Context: an optimization exercise on an open-source flow, tuned for small area and few clock cycles per item. The choices shown serve that exercise and are no tape-out recipe. Where RTL was checked, it was by simulation tests only, not by an equivalence proof against the original.

==> inputs of try-pepper <==
Design fp_mul_pipe, start of the top module:
module fp_mul_pipe #(
   parameter int EXP_W = 8,
   parameter int MAN_W = 23
) (
   input  logic                     clk,
   input  logic                     rst,
   input  logic                     in_valid,
   output logic                     in_ready,
   input  logic [EXP_W+MAN_W:0]     in_a,
   input  logic [EXP_W+MAN_W:0]     in_b,
   output logic                     out_valid,
   input  logic                     out_ready,
   output logic [EXP_W+MAN_W:0]     out_z,
   output logic [3:0]               out_flags
);
==> flow/config.mk <==
export PLATFORM = sky130hd
export DESIGN_NAME = fp_mul_pipe
export DESIGN_NICKNAME = fp_mul_pipe
export VERILOG_FILES = /design/flow/design.v
export SDC_FILE = /design/flow/constraint.sdc
export NUM_CORES = 4
export LEC_CHECK = 0
export ABC_AREA = 1
export CAP_MARGIN = 0
export CORE_MARGIN = 2
export CORE_UTILIZATION = 40
export CTS_BUF_LIST = sky130_fd_sc_hd__clkbuf_4
export SLEW_MARGIN = 0
export SYNTH_HIERARCHICAL = 1
==> flow/constraint.sdc <==
create_clock -name core_clock -period 8.5 [get_ports {clk}]
set_input_delay 1.7000 -clock core_clock [delete_from_list [all_inputs] [get_ports {clk}]]
set_output_delay 1.7000 -clock core_clock [all_outputs]
set_load 0.01 [all_outputs]
standard.sh (not shown) runs the stock make flow with config.mk's settings and CLKGATE_MAP_FILE= SYNTH_SCRIPT=/design/flow/synth_recipe.tcl, a recipe that flattens the netlist after the stock synthesis.
==> flow/flow/run.sh <==
#!/bin/bash
# The standard layout, with plain buf_1 cells as the port buffers.
set -euo pipefail
bash standard.sh "BUFFER_PORTS_ARGS=-buffer_cell sky130_fd_sc_hd__buf_1" finish > standard_flow.log 2>&1
==> try-raven (differences from try-pepper) <==
==> flow/flow/run.sh (replaced) <==
#!/bin/bash
set -euo pipefail
here=$(pwd)
{
  head -n 1 synth_recipe.tcl
  cat <<EOF
proc abc {args} {
  set i [lsearch -exact \$args -script]
  if { \$i >= 0 } { lset args [expr { \$i + 1 }] {$here/flow/abc.script} }
  yosys abc {*}\$args
}
EOF
  tail -n +2 synth_recipe.tcl
} > own_synth.tcl
bash standard.sh "SYNTH_SCRIPT=$here/own_synth.tcl" "BUFFER_PORTS_ARGS=-buffer_cell sky130_fd_sc_hd__buf_1" finish > standard_flow.log 2>&1
==> flow/flow/abc.script (new file) <==
strash
dch
map
topo
Settings changed: CAP_MARGIN 0 to 20, CORE_UTILIZATION 40 to 35, CTS_BUF_LIST sky130_fd_sc_hd__clkbuf_4 to sky130_fd_sc_hd__clkbuf_8, SLEW_MARGIN 0 to 20.
==> results.txt <==
In try-pepper the synthesized area is larger than in try-raven, by 4.7%.
In flip-flop and latch count, try-raven and try-pepper do not differ.
Synthesized cell count: try-pepper is larger than try-raven (13%).
In count of clock-buffer cells in the layout, try-pepper and try-raven do not differ.
Testbench counts of try-pepper, summed over its fixed seeds: cycles 12,008, items 12,000.
Testbench counts of try-raven, summed over its fixed seeds: cycles 12,008, items 12,000.


==> wip/delta: inputs <==
Another version of the RTL of fp_mul_pipe (not shown whole).
make LEC_CHECK=0 ABC_AREA=1 CAP_MARGIN=20 CORE_MARGIN=2 CORE_UTILIZATION=40 GPL_TIMING_DRIVEN=0 SLEW_MARGIN=20 SYNTH_HIERARCHICAL=1 finish   # period 8.5 ns
run.sh (not shown) runs the stock make flow with config.mk's settings and CLKGATE_MAP_FILE= SYNTH_SCRIPT=/design/flow/synth_recipe.tcl, a recipe that flattens the netlist after the stock synthesis.
Stock flow here: none of the scripts above is used.
==> inputs of wip/violet, as changes to wip/delta <==
--- a/flow/design.v
+++ b/flow/design.v
@@ -2059,152 +2059,152 @@
    fpm_fa u_s932 (.a(c761), .b(s844), .c(c843), .s(s932), .co(c933));
    fpm_fa u_s934 (.a(pp346), .b(s846), .c(c845), .s(s934), .co(c935));
    fpm_ha u_s936 (.a(pp347), .b(c847), .s(s936), .co(c937));
    assign pg_g0_0 = px[0] & py[0];
    assign ps_p0 = px[0] ^ py[0];
-   assign pg_p0_0 = px[0] | py[0];
+   assign pg_p0_0 = ps_p0;
    assign pg_g0_1 = px[1] & py[1];
    assign ps_p1 = px[1] ^ py[1];
-   assign pg_p0_1 = px[1] | py[1];
+   assign pg_p0_1 = ps_p1;
    assign pg_g0_2 = px[2] & py[2];
    assign ps_p2 = px[2] ^ py[2];
-   assign pg_p0_2 = px[2] | py[2];
+   assign pg_p0_2 = ps_p2;
    assign pg_g0_3 = px[3] & py[3];
    assign ps_p3 = px[3] ^ py[3];
-   assign pg_p0_3 = px[3] | py[3];
+   assign pg_p0_3 = ps_p3;
    assign pg_g0_4 = px[4] & py[4];
    assign ps_p4 = px[4] ^ py[4];
-   assign pg_p0_4 = px[4] | py[4];
+   assign pg_p0_4 = ps_p4;
    assign pg_g0_5 = px[5] & py[5];
    assign ps_p5 = px[5] ^ py[5];
-   assign pg_p0_5 = px[5] | py[5];
+   assign pg_p0_5 = ps_p5;
    assign pg_g0_6 = px[6] & py[6];
    assign ps_p6 = px[6] ^ py[6];
-   assign pg_p0_6 = px[6] | py[6];
+   assign pg_p0_6 = ps_p6;
    assign pg_g0_7 = px[7] & py[7];
    assign ps_p7 = px[7] ^ py[7];
-   assign pg_p0_7 = px[7] | py[7];
+   assign pg_p0_7 = ps_p7;
    assign pg_g0_8 = px[8] & py[8];
    assign ps_p8 = px[8] ^ py[8];
-   assign pg_p0_8 = px[8] | py[8];
+   assign pg_p0_8 = ps_p8;
    assign pg_g0_9 = px[9] & py[9];
    assign ps_p9 = px[9] ^ py[9];
-   assign pg_p0_9 = px[9] | py[9];
+   assign pg_p0_9 = ps_p9;
    assign pg_g0_10 = px[10] & py[10];
    assign ps_p10 = px[10] ^ py[10];
-   assign pg_p0_10 = px[10] | py[10];
+   assign pg_p0_10 = ps_p10;
    assign pg_g0_11 = px[11] & py[11];
    assign ps_p11 = px[11] ^ py[11];
-   assign pg_p0_11 = px[11] | py[11];
+   assign pg_p0_11 = ps_p11;
    assign pg_g0_12 = px[12] & py[12];
    assign ps_p12 = px[12] ^ py[12];
-   assign pg_p0_12 = px[12] | py[12];
+   assign pg_p0_12 = ps_p12;
    assign pg_g0_13 = px[13] & py[13];
    assign ps_p13 = px[13] ^ py[13];
-   assign pg_p0_13 = px[13] | py[13];
+   assign pg_p0_13 = ps_p13;
    assign pg_g0_14 = px[14] & py[14];
    assign ps_p14 = px[14] ^ py[14];
-   assign pg_p0_14 = px[14] | py[14];
+   assign pg_p0_14 = ps_p14;
    assign pg_g0_15 = px[15] & py[15];
    assign ps_p15 = px[15] ^ py[15];
-   assign pg_p0_15 = px[15] | py[15];
+   assign pg_p0_15 = ps_p15;
    assign pg_g0_16 = px[16] & py[16];
    assign ps_p16 = px[16] ^ py[16];
-   assign pg_p0_16 = px[16] | py[16];
+   assign pg_p0_16 = ps_p16;
    assign pg_g0_17 = px[17] & py[17];
    assign ps_p17 = px[17] ^ py[17];
-   assign pg_p0_17 = px[17] | py[17];
+   assign pg_p0_17 = ps_p17;
    assign pg_g0_18 = px[18] & py[18];
    assign ps_p18 = px[18] ^ py[18];
-   assign pg_p0_18 = px[18] | py[18];
+   assign pg_p0_18 = ps_p18;
    assign pg_g0_19 = px[19] & py[19];
    assign ps_p19 = px[19] ^ py[19];
-   assign pg_p0_19 = px[19] | py[19];
+   assign pg_p0_19 = ps_p19;
    assign pg_g0_20 = px[20] & py[20];
    assign ps_p20 = px[20] ^ py[20];
-   assign pg_p0_20 = px[20] | py[20];
+   assign pg_p0_20 = ps_p20;
    assign pg_g0_21 = px[21] & py[21];
    assign ps_p21 = px[21] ^ py[21];
-   assign pg_p0_21 = px[21] | py[21];
+   assign pg_p0_21 = ps_p21;
    assign pg_g0_22 = px[22] & py[22];
    assign ps_p22 = px[22] ^ py[22];
-   assign pg_p0_22 = px[22] | py[22];
+   assign pg_p0_22 = ps_p22;
    assign pg_g0_23 = px[23] & py[23];
    assign ps_p23 = px[23] ^ py[23];
-   assign pg_p0_23 = px[23] | py[23];
+   assign pg_p0_23 = ps_p23;
    assign pg_g0_24 = px[24] & py[24];
    assign ps_p24 = px[24] ^ py[24];
-   assign pg_p0_24 = px[24] | py[24];
+   assign pg_p0_24 = ps_p24;
    assign pg_g0_25 = px[25] & py[25];
    assign ps_p25 = px[25] ^ py[25];
-   assign pg_p0_25 = px[25] | py[25];
+   assign pg_p0_25 = ps_p25;
    assign pg_g0_26 = px[26] & py[26];
    assign ps_p26 = px[26] ^ py[26];
-   assign pg_p0_26 = px[26] | py[26];
+   assign pg_p0_26 = ps_p26;
    assign pg_g0_27 = px[27] & py[27];
    assign ps_p27 = px[27] ^ py[27];
-   assign pg_p0_27 = px[27] | py[27];
+   assign pg_p0_27 = ps_p27;
    assign pg_g0_28 = px[28] & py[28];
    assign ps_p28 = px[28] ^ py[28];
-   assign pg_p0_28 = px[28] | py[28];
+   assign pg_p0_28 = ps_p28;
    assign pg_g0_29 = px[29] & py[29];
    assign ps_p29 = px[29] ^ py[29];
-   assign pg_p0_29 = px[29] | py[29];
+   assign pg_p0_29 = ps_p29;
    assign pg_g0_30 = px[30] & py[30];
    assign ps_p30 = px[30] ^ py[30];
-   assign pg_p0_30 = px[30] | py[30];
+   assign pg_p0_30 = ps_p30;
    assign pg_g0_31 = px[31] & py[31];
    assign ps_p31 = px[31] ^ py[31];
-   assign pg_p0_31 = px[31] | py[31];
+   assign pg_p0_31 = ps_p31;
    assign pg_g0_32 = px[32] & py[32];
    assign ps_p32 = px[32] ^ py[32];
-   assign pg_p0_32 = px[32] | py[32];
+   assign pg_p0_32 = ps_p32;
    assign pg_g0_33 = px[33] & py[33];
    assign ps_p33 = px[33] ^ py[33];
-   assign pg_p0_33 = px[33] | py[33];
+   assign pg_p0_33 = ps_p33;
    assign pg_g0_34 = px[34] & py[34];
    assign ps_p34 = px[34] ^ py[34];
-   assign pg_p0_34 = px[34] | py[34];
+   assign pg_p0_34 = ps_p34;
    assign pg_g0_35 = px[35] & py[35];
    assign ps_p35 = px[35] ^ py[35];
-   assign pg_p0_35 = px[35] | py[35];
+   assign pg_p0_35 = ps_p35;
    assign pg_g0_36 = px[36] & py[36];
    assign ps_p36 = px[36] ^ py[36];
-   assign pg_p0_36 = px[36] | py[36];
+   assign pg_p0_36 = ps_p36;
    assign pg_g0_37 = px[37] & py[37];
    assign ps_p37 = px[37] ^ py[37];
-   assign pg_p0_37 = px[37] | py[37];
+   assign pg_p0_37 = ps_p37;
    assign pg_g0_38 = px[38] & py[38];
    assign ps_p38 = px[38] ^ py[38];
-   assign pg_p0_38 = px[38] | py[38];
+   assign pg_p0_38 = ps_p38;
    assign pg_g0_39 = px[39] & py[39];
    assign ps_p39 = px[39] ^ py[39];
-   assign pg_p0_39 = px[39] | py[39];
+   assign pg_p0_39 = ps_p39;
    assign pg_g0_40 = px[40] & py[40];
    assign ps_p40 = px[40] ^ py[40];
-   assign pg_p0_40 = px[40] | py[40];
+   assign pg_p0_40 = ps_p40;
    assign pg_g0_41 = px[41] & py[41];
    assign ps_p41 = px[41] ^ py[41];
-   assign pg_p0_41 = px[41] | py[41];
+   assign pg_p0_41 = ps_p41;
    assign pg_g0_42 = px[42] & py[42];
    assign ps_p42 = px[42] ^ py[42];
-   assign pg_p0_42 = px[42] | py[42];
+   assign pg_p0_42 = ps_p42;
    assign pg_g0_43 = px[43] & py[43];
    assign ps_p43 = px[43] ^ py[43];
-   assign pg_p0_43 = px[43] | py[43];
+   assign pg_p0_43 = ps_p43;
    assign pg_g0_44 = px[44] & py[44];
    assign ps_p44 = px[44] ^ py[44];
-   assign pg_p0_44 = px[44] | py[44];
+   assign pg_p0_44 = ps_p44;
    assign pg_g0_45 = px[45] & py[45];
    assign ps_p45 = px[45] ^ py[45];
-   assign pg_p0_45 = px[45] | py[45];
+   assign pg_p0_45 = ps_p45;
    assign pg_g0_46 = px[46] & py[46];
    assign ps_p46 = px[46] ^ py[46];
-   assign pg_p0_46 = px[46] | py[46];
+   assign pg_p0_46 = ps_p46;
    assign pg_g0_47 = px[47] & py[47];
    assign ps_p47 = px[47] ^ py[47];
-   assign pg_p0_47 = px[47] | py[47];
+   assign pg_p0_47 = ps_p47;
    assign pg_g1_1 = pg_g0_1 | (pg_p0_1 & pg_g0_0);
    assign pg_p1_1 = pg_p0_1 & pg_p0_0;
    assign pg_g1_3 = pg_g0_3 | (pg_p0_3 & pg_g0_2);
    assign pg_p1_3 = pg_p0_3 & pg_p0_2;
    assign pg_g1_5 = pg_g0_5 | (pg_p0_5 & pg_g0_4);
CORE_UTILIZATION = 65   (was 40)
GPL_TIMING_DRIVEN = default   (was 0)
==> summary of the runs <==
wip/delta finished with setup timing left. wip/violet never finished: it broke off in global routing (5_1_grt) on GRT-0232. In wip/delta the synthesized area is higher than in wip/violet, by about 4%. Between wip/delta and wip/violet, the lower synthesized cell count is in wip/violet (gap about 6%, measured against wip/violet).
Function was not checked in any run of this note: the RTL went through the layout flow alone.

## port drivers added, routing unchanged
The flow's constraints put no driver on any port. The routed layouts listed below were extracted and timed again, unchanged, in two steps. Step 1 assumes that a clkbuf_16 drives the clock port and a buf_2 every other input. Step 2 also shifts input and output timing later by t, the mid clock arrival at the registers, as if the neighbouring blocks saw the same clock. Slacks: ideal ports / drivers / drivers and shift; pairs: ideal ports / drivers.
run	t, ns	setup slack, ns	worst setup path at the end	slew at the worst register clock pin (ns)
try-pepper	0.375	0.785 / 0.753 / 0.519	input to register	0.12 / 0.12
try-raven	0.327	0.404 / 0.339 / 0.013	input to register	0.08 / 0.08
wip/delta	0.321	-0.526 / -0.508 / -0.828	input to register	0.06 / 0.06
The setup slack of try-raven, which loses most, moves by -0.065 ns with the drivers and by -0.391 ns with both steps.
